This design comes from an exercise in tuning for small area on the open sky130 flow, not from production work.
Only simulation tests tie the RTL to the original design; equivalence was not proved.
No activity file was given, so power comes from the tool's default toggle rates.

==> try-sierra: inputs <==
==> flow/design.v <==
`default_nettype none
package cpu_types_pkg;
  typedef logic [31:0] word_t;
  localparam int BTB_ENTRIES_DEFAULT  = 16;
  localparam int BTB_CTR_BITS_DEFAULT = 2;
endpackage
`default_nettype wire
`default_nettype none
module sat_counter #(
  parameter int WIDTH = 2
) (
  input  wire logic             CLK,
  input  wire logic             RST,
  input  wire logic             inc,
  input  wire logic             dec,
  input  wire logic             load,
  input  wire logic [WIDTH-1:0] load_val,
  output logic      [WIDTH-1:0] count
);
  localparam logic [WIDTH-1:0] c_max = '1;
  localparam logic [WIDTH-1:0] c_one = WIDTH'(1);
  logic [WIDTH-1:0] r_count;
  always_ff @(posedge CLK) begin
    if (RST) begin
      r_count <= '0;
    end else if (load) begin
      r_count <= load_val;
    end else if (inc) begin
      if (r_count != c_max) r_count <= r_count + c_one;
    end else if (dec) begin
      if (r_count != '0) r_count <= r_count - c_one;
    end
  end
  assign count = r_count;
endmodule
`default_nettype wire
`default_nettype none
import cpu_types_pkg::*;
module branch_predictor #(
  parameter int ENTRIES  = BTB_ENTRIES_DEFAULT,
  parameter int CTR_BITS = BTB_CTR_BITS_DEFAULT
) (
  input  wire logic        CLK,
  input  wire logic        RST,
  input  logic [31:0] pc,
  output logic             hit,
  output logic             pred_taken,
  output logic [31:0] pred_target,
  input  wire logic        upd_en,
  input  logic [31:0] upd_pc,
  input  wire logic        upd_taken,
  input  logic [31:0] upd_target,
  input  wire logic        flush_tbl,
  output logic             mispredict,
  output logic [31:0] upd_cnt,
  output logic [31:0] miss_cnt
);
  localparam int IDXW = $clog2(ENTRIES);
  localparam int TAGW = 30 - IDXW;
  localparam logic [CTR_BITS-1:0] c_weak_taken = CTR_BITS'(1) << (CTR_BITS - 1);
  logic              r_valid  [ENTRIES];
  logic [TAGW-1:0]   r_tag    [ENTRIES];
  logic [29:0]       r_target [ENTRIES];
  logic [CTR_BITS-1:0] w_ctr [ENTRIES];
  logic [31:0]          r_upd_cnt;
  logic [31:0]          r_miss_cnt;
  logic [IDXW-1:0] w_l_idx;
  logic [TAGW-1:0] w_l_tag;
  logic [29:0]     w_l_tgt;
  logic            w_l_hit;
  logic            w_l_taken;
  assign w_l_idx   = pc[IDXW+1:2];
  assign w_l_tag   = pc[31:IDXW+2];
  assign w_l_tgt   = r_target[w_l_idx];
  assign w_l_hit   = r_valid[w_l_idx] && (r_tag[w_l_idx] == w_l_tag);
  assign w_l_taken = w_l_hit && w_ctr[w_l_idx][CTR_BITS-1];
  assign hit         = w_l_hit;
  assign pred_taken  = w_l_taken;
  assign pred_target = w_l_taken ? {w_l_tgt, 2'b00} : pc + 32'd4;
  logic [IDXW-1:0] w_u_idx;
  logic [TAGW-1:0] w_u_tag;
  logic [29:0]     w_u_tgt;
  logic            w_u_hit;
  logic            w_u_taken;
  logic [31:0]        w_u_target;
  logic            w_mispredict;
  assign w_u_idx    = upd_pc[IDXW+1:2];
  assign w_u_tag    = upd_pc[31:IDXW+2];
  assign w_u_tgt    = r_target[w_u_idx];
  assign w_u_hit    = r_valid[w_u_idx] && (r_tag[w_u_idx] == w_u_tag);
  assign w_u_taken  = w_u_hit && w_ctr[w_u_idx][CTR_BITS-1];
  assign w_u_target = w_u_taken ? {w_u_tgt, 2'b00} : upd_pc + 32'd4;
  assign w_mispredict = upd_en &&
                        ((w_u_taken != upd_taken) ||
                         (upd_taken && (w_u_target != upd_target)));
  assign mispredict = w_mispredict;
  logic w_wr;
  logic w_hit_wr;
  logic w_alloc;
  assign w_wr     = upd_en && !flush_tbl;
  assign w_hit_wr = w_wr && w_u_hit;
  assign w_alloc  = w_wr && !w_u_hit && upd_taken;
  always_ff @(posedge CLK) begin
    if (RST) begin
      for (int i = 0; i < ENTRIES; i++) begin
        r_valid[i]  <= 1'b0;
        r_tag[i]    <= '0;
        r_target[i] <= '0;
      end
    end else if (flush_tbl) begin
      for (int i = 0; i < ENTRIES; i++) r_valid[i] <= 1'b0;
    end else if (w_alloc) begin
      r_valid[w_u_idx]  <= 1'b1;
      r_tag[w_u_idx]    <= w_u_tag;
      r_target[w_u_idx] <= upd_target[31:2];
    end else if (w_hit_wr && upd_taken) begin
      r_target[w_u_idx] <= upd_target[31:2];
    end
  end
  generate
    for (genvar gi = 0; gi < ENTRIES; gi++) begin : g_ctr
      logic w_sel;
      assign w_sel = (w_u_idx == IDXW'(gi));
      sat_counter #(
        .WIDTH (CTR_BITS)
      ) u_ctr (
        .CLK      (CLK),
        .RST      (RST),
        .inc      (w_hit_wr && upd_taken && w_sel),
        .dec      (w_hit_wr && !upd_taken && w_sel),
        .load     (w_alloc && w_sel),
        .load_val (c_weak_taken),
        .count    (w_ctr[gi])
      );
    end
  endgenerate
  always_ff @(posedge CLK) begin
    if (RST) begin
      r_upd_cnt  <= '0;
      r_miss_cnt <= '0;
    end else begin
      if (upd_en && (r_upd_cnt != '1))  r_upd_cnt  <= r_upd_cnt + 32'd1;
      if (w_mispredict && (r_miss_cnt != '1)) r_miss_cnt <= r_miss_cnt + 32'd1;
    end
  end
  assign upd_cnt  = r_upd_cnt;
  assign miss_cnt = r_miss_cnt;
endmodule
`default_nettype wire
==> flow/run.sh <==
#!/bin/bash
# synth_recipe.tcl (not shown) runs the flow's synth.tcl, then flattens the netlist and writes it again
# the make line also repeats each setting of config.mk as NAME=value (left out here)
make -C /OpenROAD-flow-scripts/flow DESIGN_CONFIG=/design/flow/config.mk WORK_HOME=/design/flow/orfs CLKGATE_MAP_FILE= SYNTH_SCRIPT=/design/flow/synth_recipe.tcl finish
==> flow/config.mk <==
export PLATFORM = sky130hd
export DESIGN_NAME = branch_predictor
export DESIGN_NICKNAME = branch_predictor
export VERILOG_FILES = /design/flow/design.v
export SDC_FILE = /design/flow/constraint.sdc
export NUM_CORES = 4
export LEC_CHECK = 0
export CAP_MARGIN = 20
export CORE_MARGIN = 2
export CORE_UTILIZATION = 40
export SLEW_MARGIN = 20
==> flow/constraint.sdc <==
create_clock -name core_clock -period 8.0 [get_ports {CLK}]
set_input_delay 1.6000 -clock core_clock [delete_from_list [all_inputs] [get_ports {CLK}]]
set_output_delay 1.6000 -clock core_clock [all_outputs]
set_load 0.01 [all_outputs]
==> try-tundra: changes against try-sierra <==
==> flow/design.v (replaced) <==
`default_nettype none
package cpu_types_pkg;
  typedef logic [31:0] word_t;
  localparam int BTB_ENTRIES_DEFAULT  = 16;
  localparam int BTB_CTR_BITS_DEFAULT = 2;
endpackage
`default_nettype wire
`default_nettype none
module sat_counter #(
  parameter int WIDTH = 2
) (
  input  wire logic             CLK,
  input  wire logic             RST,
  input  wire logic             inc,
  input  wire logic             dec,
  input  wire logic             load,
  input  wire logic [WIDTH-1:0] load_val,
  output logic      [WIDTH-1:0] count
);
  localparam logic [WIDTH-1:0] c_max = '1;
  localparam logic [WIDTH-1:0] c_one = WIDTH'(1);
  logic [WIDTH-1:0] r_count;
  always_ff @(posedge CLK) begin
    if (RST) begin
      r_count <= '0;
    end else if (load) begin
      r_count <= load_val;
    end else if (inc) begin
      if (r_count != c_max) r_count <= r_count + c_one;
    end else if (dec) begin
      if (r_count != '0) r_count <= r_count - c_one;
    end
  end
  assign count = r_count;
endmodule
`default_nettype wire
`default_nettype none
module branch_predictor (
  input  wire logic        CLK,
  input  wire logic        RST,
  input  logic [31:0]      pc,
  output logic             hit,
  output logic             pred_taken,
  output logic [31:0]      pred_target,
  input  wire logic        upd_en,
  input  logic [31:0]      upd_pc,
  input  wire logic        upd_taken,
  input  logic [31:0]      upd_target,
  input  wire logic        flush_tbl,
  output logic             mispredict,
  output logic [31:0]      upd_cnt,
  output logic [31:0]      miss_cnt
);
  logic [15:0] r_valid;
  logic [25:0] r_tag [16];
  logic [29:0] r_tgt [16];
  logic [1:0]  r_ctr [16];
  logic [31:0] r_upd_cnt;
  logic [31:0] r_miss_cnt;
  logic [3:0]  l_idx;
  logic        l_hit, l_taken;
  logic [29:0] l_tgt;
  assign l_idx   = pc[5:2];
  assign l_hit   = r_valid[l_idx] && (r_tag[l_idx] == pc[31:6]);
  assign l_taken = l_hit && r_ctr[l_idx][1];
  assign l_tgt   = r_tgt[l_idx];
  assign hit         = l_hit;
  assign pred_taken  = l_taken;
  assign pred_target = l_taken ? {l_tgt, 2'b00} : pc + 32'd4;
  logic [3:0]  u_idx;
  logic        u_hit, u_taken;
  logic [1:0]  u_ctr;
  assign u_idx   = upd_pc[5:2];
  assign u_hit   = r_valid[u_idx] && (r_tag[u_idx] == upd_pc[31:6]);
  assign u_ctr   = r_ctr[u_idx];
  assign u_taken = u_hit && u_ctr[1];
  assign mispredict = upd_en &&
                      (u_taken ? (!upd_taken || (r_tgt[u_idx] != upd_target[31:2]) ||
                                  (upd_target[1:0] != 2'b00))
                               : upd_taken);
  logic [1:0] u_ctr_new;
  always_comb begin
    if (!u_hit)             u_ctr_new = 2'b10;
    else if (upd_taken)     u_ctr_new = (u_ctr == 2'b11) ? 2'b11 : u_ctr + 2'b01;
    else                    u_ctr_new = (u_ctr == 2'b00) ? 2'b00 : u_ctr - 2'b01;
  end
  always_ff @(posedge CLK) begin
    for (int i = 0; i < 16; i++) begin
      if (upd_en && upd_taken && (u_idx == 4'(i))) begin
        r_tag[i] <= upd_pc[31:6];
        r_tgt[i] <= upd_target[31:2];
      end
      if (upd_en && (u_hit || upd_taken) && (u_idx == 4'(i)))
        r_ctr[i] <= u_ctr_new;
    end
  end
  always_ff @(posedge CLK) begin
    for (int i = 0; i < 16; i++) begin
      if (RST || flush_tbl)
        r_valid[i] <= 1'b0;
      else if (upd_en && upd_taken && (u_idx == 4'(i)))
        r_valid[i] <= 1'b1;
    end
  end
  always_ff @(posedge CLK) begin
    if (RST) begin
      r_upd_cnt  <= '0;
      r_miss_cnt <= '0;
    end else begin
      if (upd_en && (r_upd_cnt != '1))      r_upd_cnt  <= r_upd_cnt + 32'd1;
      if (mispredict && (r_miss_cnt != '1)) r_miss_cnt <= r_miss_cnt + 32'd1;
    end
  end
  assign upd_cnt  = r_upd_cnt;
  assign miss_cnt = r_miss_cnt;
endmodule
`default_nettype wire
==> run notes <==
try-sierra completed without violations. try-tundra finished with negative setup slack left. Of try-tundra and try-sierra, try-tundra has the higher register-to-register slack (gap 0.45 ns). Between try-tundra and try-sierra, the lower final cell count is in try-tundra (gap about 6%, measured against try-sierra). Of try-sierra and try-tundra, try-sierra has the higher combinational power (gap about 15%, measured against try-tundra). Worst setup slack: try-tundra is worse than try-sierra (0.38 ns). Of try-tundra and try-sierra, try-tundra has the higher worst hold slack (gap 0.0040 ns). Against try-tundra, the via count of try-sierra is lower by about 7%. Non-clock buffer count: try-sierra is lower than try-tundra (184). Against try-tundra, the clock skew of try-sierra is higher by 0.0065 ns.

[port drivers added, routing unchanged]
How much do the figures lean on ideal ports? The routed layouts below were timed once more, with nothing changed but the port constraints. Step 1 sets driving cells, clkbuf_16 on the clock port and buf_2 on the other inputs (assumed; they add their load-dependent delay and slew). Step 2 also shifts input and output timing later by t, the mid clock arrival at the registers, as if the neighbouring blocks saw the same clock. a / b / c = no drivers / after step 1 / after step 2; a / b = the first two.
run | shift t [ns] | slack for setup (ns) | cell pins on the clock port's net
try-sierra | 0.820 | 0.234 / 0.183 / 0.183 | 1
try-tundra | 0.798 | -0.147 / -0.188 / -0.188 | 1
For try-sierra, which loses most, drivers alone change the setup slack by -0.051 ns; drivers and shift together by -0.051 ns.
